Background: an optimization exercise with open tools, aiming at small area. Do not read the settings as production practice. The RTL was checked by simulation tests, not by an equivalence proof against the original design. Power figures rest on the tool's default switching activity, not on a simulated workload.

==> job 2030 <==
==> flow/design.v (excerpt) <==
module typing_game (
	input  logic        clk,
	input  logic        arst_n,
	input  logic [7:0]  ascii,
	input  logic        ctrl,
	input  logic [2:0]  slot_sel,
	output logic [1:0]  state,
	output logic [11:0] time_bcd,
	output logic [11:0] hit_bcd,
	output logic [11:0] miss_bcd,
	output logic        slot_valid,
	output logic [11:0] slot_x,
	output logic [11:0] slot_y,
	output logic [7:0]  slot_text,
	output logic [1:0]  slot_color
);
clock: 10.0 ns
lec_check: 0
cap_margin: 20
core_margin: 2
core_utilization: 40
place_density: 0.5
slew_margin: 20
standard.sh (not shown) runs the stock make flow with config.mk's settings and CLKGATE_MAP_FILE= SYNTH_SCRIPT=/design/flow/synth_recipe.tcl, a recipe that flattens the netlist after the stock synthesis.
==> flow/flow/run.sh <==
#!/bin/bash
# The standard layout (standard.sh) with three changes:
#  - synthesis: synth_recipe.tcl as is, but ABC maps for area (flow/area.abc);
#  - clock tree: no dummy loads, small clock buffers in small clusters;
#  - ports: buffered with the smallest buffer.
# Each ORFS step keeps its own log under orfs/logs; make's output goes to
# standard.log.
set -euo pipefail
here=$(pwd)
export FLOW_AREA_ABC=$here/flow/area.abc
export FLOW_SYNTH_TCL=$here/synth_recipe.tcl
export CTS_ARGS="-sink_clustering_enable -repair_clock_nets -sink_clustering_size 16 -sink_clustering_max_diameter 80 -buf_list sky130_fd_sc_hd__clkbuf_8 -dont_use_dummy_load"
export BUFFER_PORTS_ARGS="-buffer_cell sky130_fd_sc_hd__buf_1"
sed "s#SYNTH_SCRIPT=[^ ]*#SYNTH_SCRIPT=$here/flow/synth_area.tcl#" standard.sh > standard_area.sh
grep -q "SYNTH_SCRIPT=$here/flow/synth_area.tcl" standard_area.sh
bash standard_area.sh > standard.log 2>&1
==> flow/flow/area.abc <==
strash
&get -n
&fraig -x
&put
scorr
dc2
strash
&get -n
&dch -f
&nf -R 1000 -p
&put
mfs3 -a
==> flow/flow/synth_area.tcl <==
# The standard synthesis script (synth_recipe.tcl, unchanged), with only the
# ABC script of the technology-mapping step swapped for an area-oriented one.
# Flip-flops are mapped before ABC runs, so the registers are the standard ones.
proc abc {args} {
  set i [lsearch -exact $args -script]
  if { $i >= 0 } { lset args [expr {$i + 1}] $::env(FLOW_AREA_ABC) }
  yosys abc {*}$args
}
source $::env(FLOW_SYNTH_TCL)
==> inputs of job 5343, as changes to job 2030 <==
--- a/flow/design.v
+++ b/flow/design.v
@@ -77,30 +77,30 @@
 				state <= 2'd2;
 		end else if (is_enter)
 			state <= 2'd1;
 	end
 	assign enter_finish = run && time_done;
 	assign clear_all    = (state == 2'd3) && is_enter;
 	assign frame_tick  = run && (cnt4 == 2'd3);
-	assign c5_last     = frame_tick && cnt5[2] && !cnt5[1];
+	assign c5_last     = frame_tick && (cnt5 == 3'd4);
 	assign second_tick = c5_last && (cnt10 == 4'd9);
-	assign spawn_tick  = c5_last && cnt3[1];
+	assign spawn_tick  = c5_last && (cnt3 == 2'd2);
 	always_ff @(posedge clk or negedge arst_n) begin
 		if (!arst_n) begin
 			cnt4  <= '0;
 			cnt5  <= '0;
 			cnt10 <= '0;
 			cnt3  <= '0;
 		end else if (run) begin
 			cnt4 <= cnt4 + 1'b1;
 			if (frame_tick)
-				cnt5 <= {cnt5[1:0], !cnt5[2] && !cnt5[1]};
+				cnt5 <= (cnt5 == 3'd4) ? 3'd0 : cnt5 + 1'b1;
 			if (c5_last) begin
 				cnt10 <= (cnt10 == 4'd9) ? 4'd0 : cnt10 + 1'b1;
-				cnt3  <= {cnt3[0], !cnt3[1] && !cnt3[0]};
+				cnt3  <= (cnt3 == 2'd2) ? 2'd0 : cnt3 + 1'b1;
 			end
 		end
 	end
 endmodule
 module char_pool (
 	input  logic       clk,
 	input  logic       arst_n,
@@ -252,38 +252,25 @@
 			end
 		end
 		always_ff @(posedge clk) begin
 			if (spawn_here) begin
 				col[i]       <= l1;
 				code[i]      <= rand_code;
 				sub[i][1:0]  <= l2;
+				row[i]       <= '0;
 			end else begin
+				if (frame_tick && white)
+					row[i] <= row[i] + 9'(sub[i][1:0]) + 9'd1;
 				if (mark)
 					sub[i][1:0] <= 2'd0;
 				else if (fade_ev)
 					sub[i][1:0] <= {sub[i][0], !sub[i][2]};
 			end
 		end
 	end
-	for (genvar i = 0; i < N; i++) begin : g_row
-		logic       fall;
-		logic [2:0] lo;
-		logic [8:2] t;
-		assign fall = frame_tick && (kind[i] == 2'b00);
-		assign lo   = 3'(row[i][1:0]) + 3'(sub[i][1:0]) + 3'd1;
-		always_comb begin
-			t[2] = fall & lo[2];
-			for (int k = 3; k <= 8; k++)
-				t[k] = t[k-1] & row[i][k-1];
-		end
-		always_ff @(posedge clk) begin
-			row[i][1:0] <= {2{valid[i]}} & (fall ? lo[1:0] : row[i][1:0]);
-			row[i][8:2] <= {7{valid[i]}} & (row[i][8:2] ^ t);
-		end
-	end
 	logic [N-1:0] rsel;
 	logic [2:0] r_st;
 	logic [5:0] r_col;
 	logic [8:0] r_row;
 	logic [4:0] r_code;
 	always_comb begin
 		r_st = '0; r_col = '0; r_row = '0; r_code = '0;
==> flow/flow/run.sh (replaced) <==
#!/bin/bash
# The standard layout (standard.sh) with three changes:
#  - synthesis: synth_recipe.tcl as is, but ABC maps for area (flow/area.abc);
#  - clock tree: no dummy loads, small clock buffers in small clusters;
#  - ports: buffered with the smallest buffer.
# Each ORFS step keeps its own log under orfs/logs; make's output goes to
# standard.log.
set -euo pipefail
here=$(pwd)
export FLOW_AREA_ABC=$here/flow/area.abc
export FLOW_SYNTH_TCL=$here/synth_recipe.tcl
export CTS_ARGS="-sink_clustering_enable -repair_clock_nets -sink_clustering_size 8 -sink_clustering_max_diameter 50 -buf_list sky130_fd_sc_hd__clkbuf_4 -dont_use_dummy_load"
export BUFFER_PORTS_ARGS="-buffer_cell sky130_fd_sc_hd__buf_1"
sed "s#SYNTH_SCRIPT=[^ ]*#SYNTH_SCRIPT=$here/flow/synth_area.tcl#" standard.sh > standard_area.sh
grep -q "SYNTH_SCRIPT=$here/flow/synth_area.tcl" standard_area.sh
bash standard_area.sh > standard.log 2>&1
==> flow/flow/area.abc (replaced) <==
strash
&get -n
&fraig -x
&put
scorr
dc2
strash
&get -n
&dch -f
&nf -R 1000 -p
&put
Settings changed: CORE_UTILIZATION 40 to 60, PLACE_DENSITY 0.5 to unset.
==> comparison table <==
                                                                                    job 2030                   job 5343
Run status                                                  no timing/DRC/antenna violations  no timing/DRC/antenna violations
Critical Path Slowest Stage Cell                                     sky130_fd_sc_hd__nor3_2  sky130_fd_sc_hd__a222oi_1
RePlAce Congestion                                                                     0.848                      0.915
Critical hold path startpoint                                          game_fsm_inst.cnt3[0]      char_pool_inst.l0[24]
Power of the combinational group                                                    0.390 mW                   0.469 mW
Inverter count                                                                            59                         57
Ant. Diodes                                                                                0                          2
HPWL Detailed                                                                 27,700 microns             26,800 microns
Number of well taps                                                                      468                        330
Power Clock                                                                         0.625 mW                   0.638 mW
Period Utilization, post-route                                                         62.7%                      60.4%
Cell chosen for the clock root                                     sky130_fd_sc_hd__clkbuf_8  sky130_fd_sc_hd__clkbuf_4
Mapped Avg Cell Area                                                              11.5 sq um                 10.4 sq um
Routed wire length                                                            40,800 microns             40,100 microns
Sum of buffers and inverters on the critical path                                          2                          3
Met3 global-route usage                                                                3.52%                      5.47%
Number of antenna violations at the first check in global routing                          0                          2
Hold Path Stages                                                                           1                          2
Relative area of non-clock buffer cells in the final design                            3.02%                      2.83%

## afterwards: timing with drivers on the ports
No port has a modelled driver above. Below, the same layouts with a new extraction and two added sets of constraints.
Step 1 assumes that a clkbuf_16 drives the clock port and a buf_2 every other input.
Step 2 moves the port delays by t, midway between the first and last clock arrival at a register: inputs arrive t later, outputs are due t later. That takes back most of the time a late clock gives input paths.
Three values: ideal ports, drivers, drivers and shift; two values: the first two.
run | t, ns | setup slack, ns | clock arrival spread, ns
job 2030 | 0.628 | 3.732 / 3.713 / 3.713 | 0.062 / 0.062
job 5343 | 0.704 | 3.955 / 3.933 / 3.933 | 0.078 / 0.078
After both steps every run listed still meets setup and hold. For job 5343, which loses most, drivers alone change the setup slack by -0.022 ns; drivers and shift together by -0.022 ns.
